This is an optimization exercise on Yosys and OpenROAD, whose aim is small area, a short achievable clock period and few clock cycles, not a production implementation.
RTL that was checked went through simulation tests only; none was proved equivalent to the original.
No activity file was given, so power comes from the tool's default toggle rates.

Setup of JK:
==> flow/design.v <==
package routing_pkg;
    localparam int WORD_W     = 32;
    localparam int WORD_BYTES = WORD_W / 8;
    localparam int HEADER_WORDS = 4;
    localparam int ENTRY_WORDS  = 6;
    localparam int HEADER_BYTES = HEADER_WORDS * WORD_BYTES;
    localparam int ENTRY_BYTES  = ENTRY_WORDS * WORD_BYTES;
    localparam logic [WORD_W-1:0] HOST_MAGIC   = 32'h484F5354;
    localparam logic [WORD_W-1:0] SWITCH_MAGIC = 32'h53574348;
    localparam int HOST_ENTRY_W = 144;
    localparam int PATH_ENTRY_W = 145;
endpackage
`timescale 1ns/100ps
import routing_pkg::*;
module routing_table_reader
#(
    parameter int ADDR_W      = 16,
    parameter int HOST_IDX_W  = 6,
    parameter int SWITCH_ID_W = 4
) (
    input  logic                    clk,
    input  logic                    rst_n,
    output logic [ADDR_W-1:0]       mem_addr,
    input  logic [WORD_W-1:0]       mem_data,
    input  logic                    load_req,
    output logic                    load_ack,
    output logic                    tables_valid,
    output logic                    parse_error,
    input  logic                    host_req,
    input  logic [HOST_IDX_W-1:0]   host_index,
    output logic                    host_ack,
    output logic                    host_found,
    output logic [HOST_ENTRY_W-1:0] host_entry,
    input  logic                    path_req,
    input  logic [SWITCH_ID_W-1:0]  src_switch,
    input  logic [SWITCH_ID_W-1:0]  dst_switch,
    output logic                    path_ack,
    output logic [PATH_ENTRY_W-1:0] path_entry
);
    localparam int HW = ADDR_W - 3;
    localparam logic [3:0] S_IDLE = 4'd0,
                           S_PA   = 4'd1,
                           S_RD   = 4'd2,
                           S_ACK  = 4'd3,
                           S_L1   = 4'd4,
                           S_L2   = 4'd5,
                           S_L3   = 4'd6,
                           S_L4   = 4'd7,
                           S_L5   = 4'd8,
                           S_L6   = 4'd9,
                           S_L7   = 4'd10;
    logic [3:0]    state;
    logic          sel_host;
    logic [2:0]    ph;
    logic [HW-1:0] ahi;
    logic          a0;
    logic [3:0]    s_q;         
    logic          hc_big;      
    logic [5:0]    hc_lo;       
    logic [HW-1:0] pbase;       
    logic [HW-1:0] kmul;        
    logic          slot0;
    logic [31:0]   slot1, slot2, slot3, slot4;
    logic          found;
    logic [7:0]    host_base;
    logic [HW-1:0] row_off;
    logic [HW-1:0] mac;
    assign found     = hc_big || (host_index < hc_lo);
    assign host_base = 8'd2 + 8'(host_index) * 8'd3;
    function automatic logic [HW-1:0] add_pp(input logic [HW-1:0] x,
                                             input logic [HW-1:0] y,
                                             input logic          cin);
        logic [HW-1:0] g, p, gg, pp;
        g  = x & y;
        p  = x ^ y;
        gg = g;
        gg[0] = g[0] | (p[0] & cin);
        pp = p;
        for (int d = 1; d < HW; d = d * 2) begin
            for (int i = HW - 1; i >= d; i--) begin
                gg[i] = gg[i] | (pp[i] & gg[i-d]);
                pp[i] = pp[i] & pp[i-d];
            end
        end
        add_pp = p ^ {gg[HW-2:0], cin};
    endfunction
    logic [HW-1:0] m_pp0, m_pp1, m_pp2, m_pp3;
    logic [HW-1:0] m_s1, m_c1, m_s2, m_c2, m_s3, m_c3;
    logic [HW-1:0] r_a, r_b, r_s, r_c;
    assign r_a    = pbase;
    assign r_b    = HW'(dst_switch);
    assign r_s    = r_a ^ r_b ^ (r_b << 1);
    assign r_c    = ((r_a & r_b) | (r_a & (r_b << 1)) | (r_b & (r_b << 1))) << 1;
    assign row_off = add_pp(r_s, r_c, 1'b0);
    assign m_pp0 = s_q[0] ? kmul : '0;
    assign m_pp1 = s_q[1] ? (kmul << 1) : '0;
    assign m_pp2 = s_q[2] ? (kmul << 2) : '0;
    assign m_pp3 = s_q[3] ? (kmul << 3) : '0;
    assign m_s1  = ahi ^ m_pp0 ^ m_pp1;
    assign m_c1  = ((ahi & m_pp0) | (ahi & m_pp1) | (m_pp0 & m_pp1)) << 1;
    assign m_s2  = m_s1 ^ m_c1 ^ m_pp2;
    assign m_c2  = ((m_s1 & m_c1) | (m_s1 & m_pp2) | (m_c1 & m_pp2)) << 1;
    assign m_s3  = m_s2 ^ m_c2 ^ m_pp3;
    assign m_c3  = ((m_s2 & m_c2) | (m_s2 & m_pp3) | (m_c2 & m_pp3)) << 1;
    assign mac   = add_pp(m_s3, m_c3, 1'b1);
    assign mem_addr = {ahi, a0, 2'b00};
    always_ff @(posedge clk) begin
        case (state)
            S_IDLE:       s_q <= src_switch;
            S_L2, S_L6:   s_q <= 4'd3;
            default:      s_q <= 4'd0;
        endcase
    end
    always_ff @(posedge clk or negedge rst_n) begin
        if (!rst_n) begin
            state        <= S_IDLE;
            ahi          <= '0;
            a0           <= 1'b0;
            load_ack     <= 1'b0;
            tables_valid <= 1'b0;
            parse_error  <= 1'b0;
            host_ack     <= 1'b0;
            path_ack     <= 1'b0;
        end else begin
            case (state)
                S_IDLE: begin
                    if (load_req) begin
                        a0    <= 1'b1;
                        state <= S_L1;
                    end else if (host_req) begin
                        sel_host   <= 1'b1;
                        host_found <= found;
                        if (found) begin
                            ahi   <= HW'(host_base);
                            ph    <= 3'd1;
                            state <= S_RD;
                        end else begin
                            host_ack <= 1'b1;
                            state    <= S_ACK;
                        end
                    end else if (path_req) begin
                        sel_host <= 1'b0;
                        ahi      <= row_off;
                        state    <= S_PA;
                    end
                end
                S_PA: begin
                    ahi   <= mac;
                    ph    <= 3'd0;
                    state <= S_RD;
                end
                S_RD: begin
                    if (ph == 3'd5) begin
                        host_ack <= sel_host;
                        path_ack <= !sel_host;
                        state    <= S_ACK;
                    end else begin
                        ph       <= ph + 1'b1;
                        a0       <= !a0;
                        if (a0) ahi <= mac;
                    end
                end
                S_ACK: begin
                    if (!(load_ack && load_req) && !(host_ack && host_req)
                        && !(path_ack && path_req)) begin
                        load_ack <= 1'b0;
                        host_ack <= 1'b0;
                        path_ack <= 1'b0;
                        ahi      <= '0;
                        a0       <= 1'b0;
                        state    <= S_IDLE;
                    end
                end
                S_L1: begin
                    if (mem_data != HOST_MAGIC) begin
                        tables_valid <= 1'b0;
                        parse_error  <= 1'b1;
                        load_ack     <= 1'b1;
                        state        <= S_ACK;
                    end else begin
                        state <= S_L2;
                    end
                end
                S_L2: begin
                    ahi   <= HW'(1);
                    state <= S_L3;
                end
                S_L3: begin
                    ahi   <= mac;
                    a0    <= 1'b0;
                    state <= S_L4;
                end
                S_L4: begin
                    ahi   <= mac;
                    state <= S_L5;
                end
                S_L5: begin
                    tables_valid <= (mem_data == SWITCH_MAGIC);
                    parse_error  <= (mem_data != SWITCH_MAGIC);
                    load_ack     <= 1'b1;
                    state        <= S_L6;
                end
                S_L6: begin
                    if (!load_req) load_ack <= 1'b0;
                    ahi   <= HW'(2);
                    state <= S_L7;
                end
                S_L7: begin
                    if (!load_req) load_ack <= 1'b0;
                    ahi   <= '0;
                    state <= (load_ack && load_req) ? S_ACK : S_IDLE;
                end
                default: state <= S_IDLE;
            endcase
        end
    end
    always_ff @(posedge clk) begin
        if (state == S_L2) begin
            hc_big <= |mem_data[31:6];
            hc_lo  <= mem_data[5:0];
        end
        if (state == S_L5) begin
            pbase <= ahi;
        end
        if (state == S_L2 || state == S_L6) begin
            kmul <= mem_data[HW-1:0];
        end else if (state == S_L7) begin
            kmul <= mac;
        end
        if (state == S_RD) begin
            if (ph == 3'd1) slot0 <= mem_data[0];
            if (ph == 3'd2) slot1 <= mem_data;
            if (ph == 3'd3) slot2 <= mem_data;
            if (ph == 3'd4) slot3 <= mem_data;
            if (ph == 3'd5) slot4 <= mem_data;
        end
    end
    assign host_entry = {slot1, slot2, slot3[15:0], slot3[31:16],
                         slot4[7:0], slot4[15:8], slot4[23:16], slot4[31:24],
                         mem_data[7:0], mem_data[15:8]};
    assign path_entry = {slot0, slot1[15:0], slot1[31:16], slot2, slot3[15:0], slot3[31:16],
                         slot4[7:0], slot4[15:8], slot4[23:16], slot4[31:24],
                         mem_data[7:0], mem_data[15:8]};
endmodule
Settings: LEC_CHECK=0, CAP_MARGIN=20, CORE_MARGIN=2, CORE_UTILIZATION=30, SETUP_SLACK_MARGIN=4.5, SLEW_MARGIN=20; clock period 8.0 ns.
standard.sh (not shown) runs the stock make flow with config.mk's settings and CLKGATE_MAP_FILE= SYNTH_SCRIPT=/design/flow/synth_recipe.tcl, a recipe that flattens the netlist after the stock synthesis.
==> flow/flow/run.sh <==
#!/bin/bash
# Standard synthesis, then the standard layout with plain buffers on the ports.
set -euo pipefail
bash standard.sh synth > synth.log 2>&1
export BUFFER_PORTS_ARGS="-buffer_cell sky130_fd_sc_hd__buf_1"
bash standard.sh finish > layout.log 2>&1
Here is what was changed in the inputs of MS compared with JK.
-- flow/design.v --
<<< JK, line 68
    assign found     = hc_big || (host_index < hc_lo);
    assign host_base = 8'd2 + 8'(host_index) * 8'd3;
    function automatic logic [HW-1:0] add_pp(input logic [HW-1:0] x,
                                             input logic [HW-1:0] y,
                                             input logic          cin);
        logic [HW-1:0] g, p, gg, pp;
        g  = x & y;
        p  = x ^ y;
        gg = g;
        gg[0] = g[0] | (p[0] & cin);
        pp = p;
        for (int d = 1; d < HW; d = d * 2) begin
            for (int i = HW - 1; i >= d; i--) begin
                gg[i] = gg[i] | (pp[i] & gg[i-d]);
                pp[i] = pp[i] & pp[i-d];
            end
        end
        add_pp = p ^ {gg[HW-2:0], cin};
    endfunction
    logic [HW-1:0] m_pp0, m_pp1, m_pp2, m_pp3;
    logic [HW-1:0] m_s1, m_c1, m_s2, m_c2, m_s3, m_c3;
    logic [HW-1:0] r_a, r_b, r_s, r_c;
    assign r_a    = pbase;
    assign r_b    = HW'(dst_switch);
    assign r_s    = r_a ^ r_b ^ (r_b << 1);
    assign r_c    = ((r_a & r_b) | (r_a & (r_b << 1)) | (r_b & (r_b << 1))) << 1;
    assign row_off = add_pp(r_s, r_c, 1'b0);
    assign m_pp0 = s_q[0] ? kmul : '0;
    assign m_pp1 = s_q[1] ? (kmul << 1) : '0;
    assign m_pp2 = s_q[2] ? (kmul << 2) : '0;
    assign m_pp3 = s_q[3] ? (kmul << 3) : '0;
    assign m_s1  = ahi ^ m_pp0 ^ m_pp1;
    assign m_c1  = ((ahi & m_pp0) | (ahi & m_pp1) | (m_pp0 & m_pp1)) << 1;
    assign m_s2  = m_s1 ^ m_c1 ^ m_pp2;
    assign m_c2  = ((m_s1 & m_c1) | (m_s1 & m_pp2) | (m_c1 & m_pp2)) << 1;
    assign m_s3  = m_s2 ^ m_c2 ^ m_pp3;
    assign m_c3  = ((m_s2 & m_c2) | (m_s2 & m_pp3) | (m_c2 & m_pp3)) << 1;
    assign mac   = add_pp(m_s3, m_c3, 1'b1);
    assign mem_addr = {ahi, a0, 2'b00};
    always_ff @(posedge clk) begin
>>> MS, line 68
    assign found     = hc_big || (host_index < hc_lo);
    assign host_base = 8'd2 + 8'(host_index) * 8'd3;
    assign row_off   = pbase + HW'(dst_switch) * HW'(3);
    assign mac       = ahi + HW'(s_q) * kmul + 1'b1;
    assign mem_addr = {ahi, a0, 2'b00};
    always_ff @(posedge clk) begin
==> comparison <==
- Min cell total after placement across JK and MS: JK
- Looking at portion of the layout cell area used by non-clock buffers across JK and MS, the one that comes out higher is JK.
- Of JK and MS, JK shows the lower static leakage, with MS above it.
- Number of nets at the end of the flow in MS is 25 higher than in JK
- MS vs. JK: critical path depth in cells grew by 3; core utilization of the finished layout decreased by 0.43 points relative to the old numbers; cell area grew by 64 µm²; worst-case setup margin in the final layout went up 0.15 ns; largest stage delay on the critical path dropped 0.03 ns.
- The signed area change from the synthesized netlist to the final layout of MS and that of JK are within noise of each other.
- MS against JK: peak clock frequency supported by timing now larger, met2 track demand over resource now larger, total design power now smaller.
Testbench counts of MS, summed over its fixed seeds: cycles 7,929.
No functional check of the RTL was part of JK.

Another version of the RTL of routing_table_reader (not shown whole).
Size: roughly 910 cells after synthesis, about 180 flip-flops.
export LEC_CHECK = 0
export CAP_MARGIN = 20
export CORE_MARGIN = 2
export CORE_UTILIZATION = 30
export SETUP_SLACK_MARGIN = 4.4
export SLEW_MARGIN = 20
create_clock -name core_clock -period 8.0 [get_ports {clk}]
==> flow/flow/run.sh <==
#!/bin/bash
# Standard synthesis, then the standard layout with plain buffers on the ports
# and a clock tree without dummy loads.
set -euo pipefail
bash standard.sh synth > synth.log 2>&1
export BUFFER_PORTS_ARGS="-buffer_cell sky130_fd_sc_hd__buf_1"
export CTS_ARGS="-sink_clustering_enable -repair_clock_nets -dont_use_dummy_load"
bash standard.sh finish > layout.log 2>&1
Then changed:
--- a/flow/design.v
+++ b/flow/design.v
@@ -65,46 +65,54 @@
     logic [31:0]   slot_a, slot_b, slot_c;
     logic [15:0]   slot_d;
     logic          found;
     logic [7:0]    host_base;
     logic [HW-1:0] row_off;
     logic [HW-1:0] mac;
     logic          ahi_mac;
     logic [HW-1:0] ahi_oth;
-    logic          m_cin;
-    logic [HW-1:0] m_pp0, m_q1, m_pp1, m_pp2, m_s1, m_c1, m_s2, m_c2;
+    logic [HW-1:0] m_pp0, m_q1, m_pp1, m_s1, m_c1;
+    logic [5:0]    d3;
+    logic [HW-1:0] r_pp2, r_s, r_c;
     assign found     = hc_big || (host_index < hc_lo);
     assign host_base = 8'(host_index) * 8'd3 + ((state == S_IDLE) ? 8'd4 : 8'd2);
-    assign row_off   = pbase + HW'(dst_switch) * HW'(3);
+    always_comb begin
+        case (dst_switch)
+            4'd0:  d3 = 6'd0;  4'd1:  d3 = 6'd3;  4'd2:  d3 = 6'd6;  4'd3:  d3 = 6'd9;
+            4'd4:  d3 = 6'd12; 4'd5:  d3 = 6'd15; 4'd6:  d3 = 6'd18; 4'd7:  d3 = 6'd21;
+            4'd8:  d3 = 6'd24; 4'd9:  d3 = 6'd27; 4'd10: d3 = 6'd30; 4'd11: d3 = 6'd33;
+            4'd12: d3 = 6'd36; 4'd13: d3 = 6'd39; 4'd14: d3 = 6'd42; default: d3 = 6'd45;
+        endcase
+    end
+    assign r_pp2   = {HW{src_switch[3]}} & ((kmul << 4) | HW'(4));
+    assign r_s     = pbase ^ HW'(d3) ^ r_pp2;
+    assign r_c     = ((pbase & HW'(d3)) | (pbase & r_pp2) | (HW'(d3) & r_pp2)) << 1;
+    assign row_off = r_s + r_c;
     assign m_pp0 = (({HW{b_one0}} & kmul) | ({HW{b_two0}} & (kmul << 1))) ^ {HW{b_neg0}};
     assign m_q1  = (({HW{b_one1}} & kmul) | ({HW{b_two1}} & (kmul << 1))) ^ {HW{b_s3}};
-    assign m_pp1 = {m_q1[HW-3:0], m_cin && b_neg0, m_cin ^ b_neg0};
-    assign m_pp2 = ({HW{b_s3}} & (kmul << 4)) | {{(HW-3){1'b0}}, b_s3, 2'b00};
+    assign m_pp1 = {m_q1[HW-3:0], b_neg0, !b_neg0};
     assign m_s1  = ahi ^ m_pp0 ^ m_pp1;
     assign m_c1  = ((ahi & m_pp0) | (ahi & m_pp1) | (m_pp0 & m_pp1)) << 1;
-    assign m_s2  = m_s1 ^ m_c1 ^ m_pp2;
-    assign m_c2  = ((m_s1 & m_c1) | (m_s1 & m_pp2) | (m_c1 & m_pp2)) << 1;
-    assign mac   = m_s2 + m_c2;
+    assign mac   = m_s1 + m_c1;
     assign mem_addr = {ahi, a0, 2'b00};
     always_comb begin
         case (state)
             S_IDLE:       s_nx = src_switch;
             S_L2, S_L6:   s_nx = 4'd3;
             default:      s_nx = 4'd0;
         endcase
     end
     always_ff @(posedge clk) begin
         b_one0 <= s_nx[0];
         b_two0 <= s_nx[1] && !s_nx[0];
         b_neg0 <= s_nx[1];
         b_one1 <= s_nx[2] ^ s_nx[1];
         b_two1 <= (s_nx[2] == s_nx[1]) && (s_nx[3] != s_nx[2]);
         b_s3   <= s_nx[3];
-        m_cin  <= !(state == S_IDLE && !load_req && !host_req && path_req);
     end
     always_comb begin
         ahi_mac = 1'b0;
         ahi_oth = ahi;
         case (state)
             S_IDLE: begin
                 if (load_req)      ahi_oth = '0;
                 else if (host_req) ahi_oth = HW'(host_base);
@@ -149,18 +157,17 @@
                             ph    <= 3'd1;
                             state <= S_RD;
                         end else begin
                             host_ack <= 1'b1;
                             state    <= S_ACK;
                         end
                     end else if (path_req) begin
                         sel_host <= 1'b0;
-                        ph       <= 3'd0;
-                        state    <= (src_switch == '0) ? S_RD : S_PA;
+                        state    <= S_PA;
                     end
                 end
                 S_PA: begin
                     ph    <= 3'd0;
                     state <= S_RD;
                 end
                 S_RD: begin
                     if (ph == 3'd5) begin
@@ -225,17 +232,17 @@
         end
     end
     always_ff @(posedge clk) begin
         if (state == S_L2) begin
             hc_big <= |mem_data[31:6];
             hc_lo  <= mem_data[5:0];
         end
         if (state == S_L5) begin
-            pbase <= mac;
+            pbase <= ahi;
         end
         if (state == S_L2 || state == S_L6) begin
             kmul <= mem_data[HW-1:0];
         end else if (state == S_L8) begin
             kmul <= ahi;
         end
         if (state == S_RD) begin
             if (ph == 3'd1) slot0 <= mem_data[0];
The changed run finished clean.
Routed wire length is lower by roughly a tenth.
Combinational power is lower by a quarter to a third.
Via count is lower slightly.
Global-route usage is lower by 1.8 points.
Clock power is lower slightly.
Worst hold slack barely changes.
Function was not checked in any run of this note: the RTL went through the layout flow alone.

what the ideal ports hide:
In the flow no input, the clock included, has a driving cell. The finished layouts below were timed again as built, in two steps. Step 1 (the two cells are an assumption about what drives the block):
set clk [get_ports {clk}]
set_driving_cell -lib_cell sky130_fd_sc_hd__clkbuf_16 $clk
set_driving_cell -lib_cell sky130_fd_sc_hd__buf_2 [delete_from_list [all_inputs] $clk]
Step 2 adds t to the input delays and takes it off the output delays; t is the mean of the earliest and latest rising clock arrival at the registers after step 1. Input paths then give back, and output paths get back, about the clock's delay inside the block. a / b / c = no drivers / after step 1 / after step 2; a / b = the first two.
| run | t (ns) | setup slack, ns | worst setup path at the end |
|---|---|---|---|
| JK | 0.499 | 4.124 / 4.124 / 3.821 | input to register |
| MS | 0.498 | 4.277 / 4.277 / 4.047 | input to register |
| the first run of note 2 | 0.470 | 4.405 / 4.377 / 4.029 | input to register |
| the second run of note 2 | 0.470 | 4.170 / 4.169 / 3.700 | input to register |
After both steps every run listed still meets setup and hold. For the second run of note 2, which loses most, drivers alone change the setup slack by -0.001 ns; drivers and shift together by -0.470 ns.
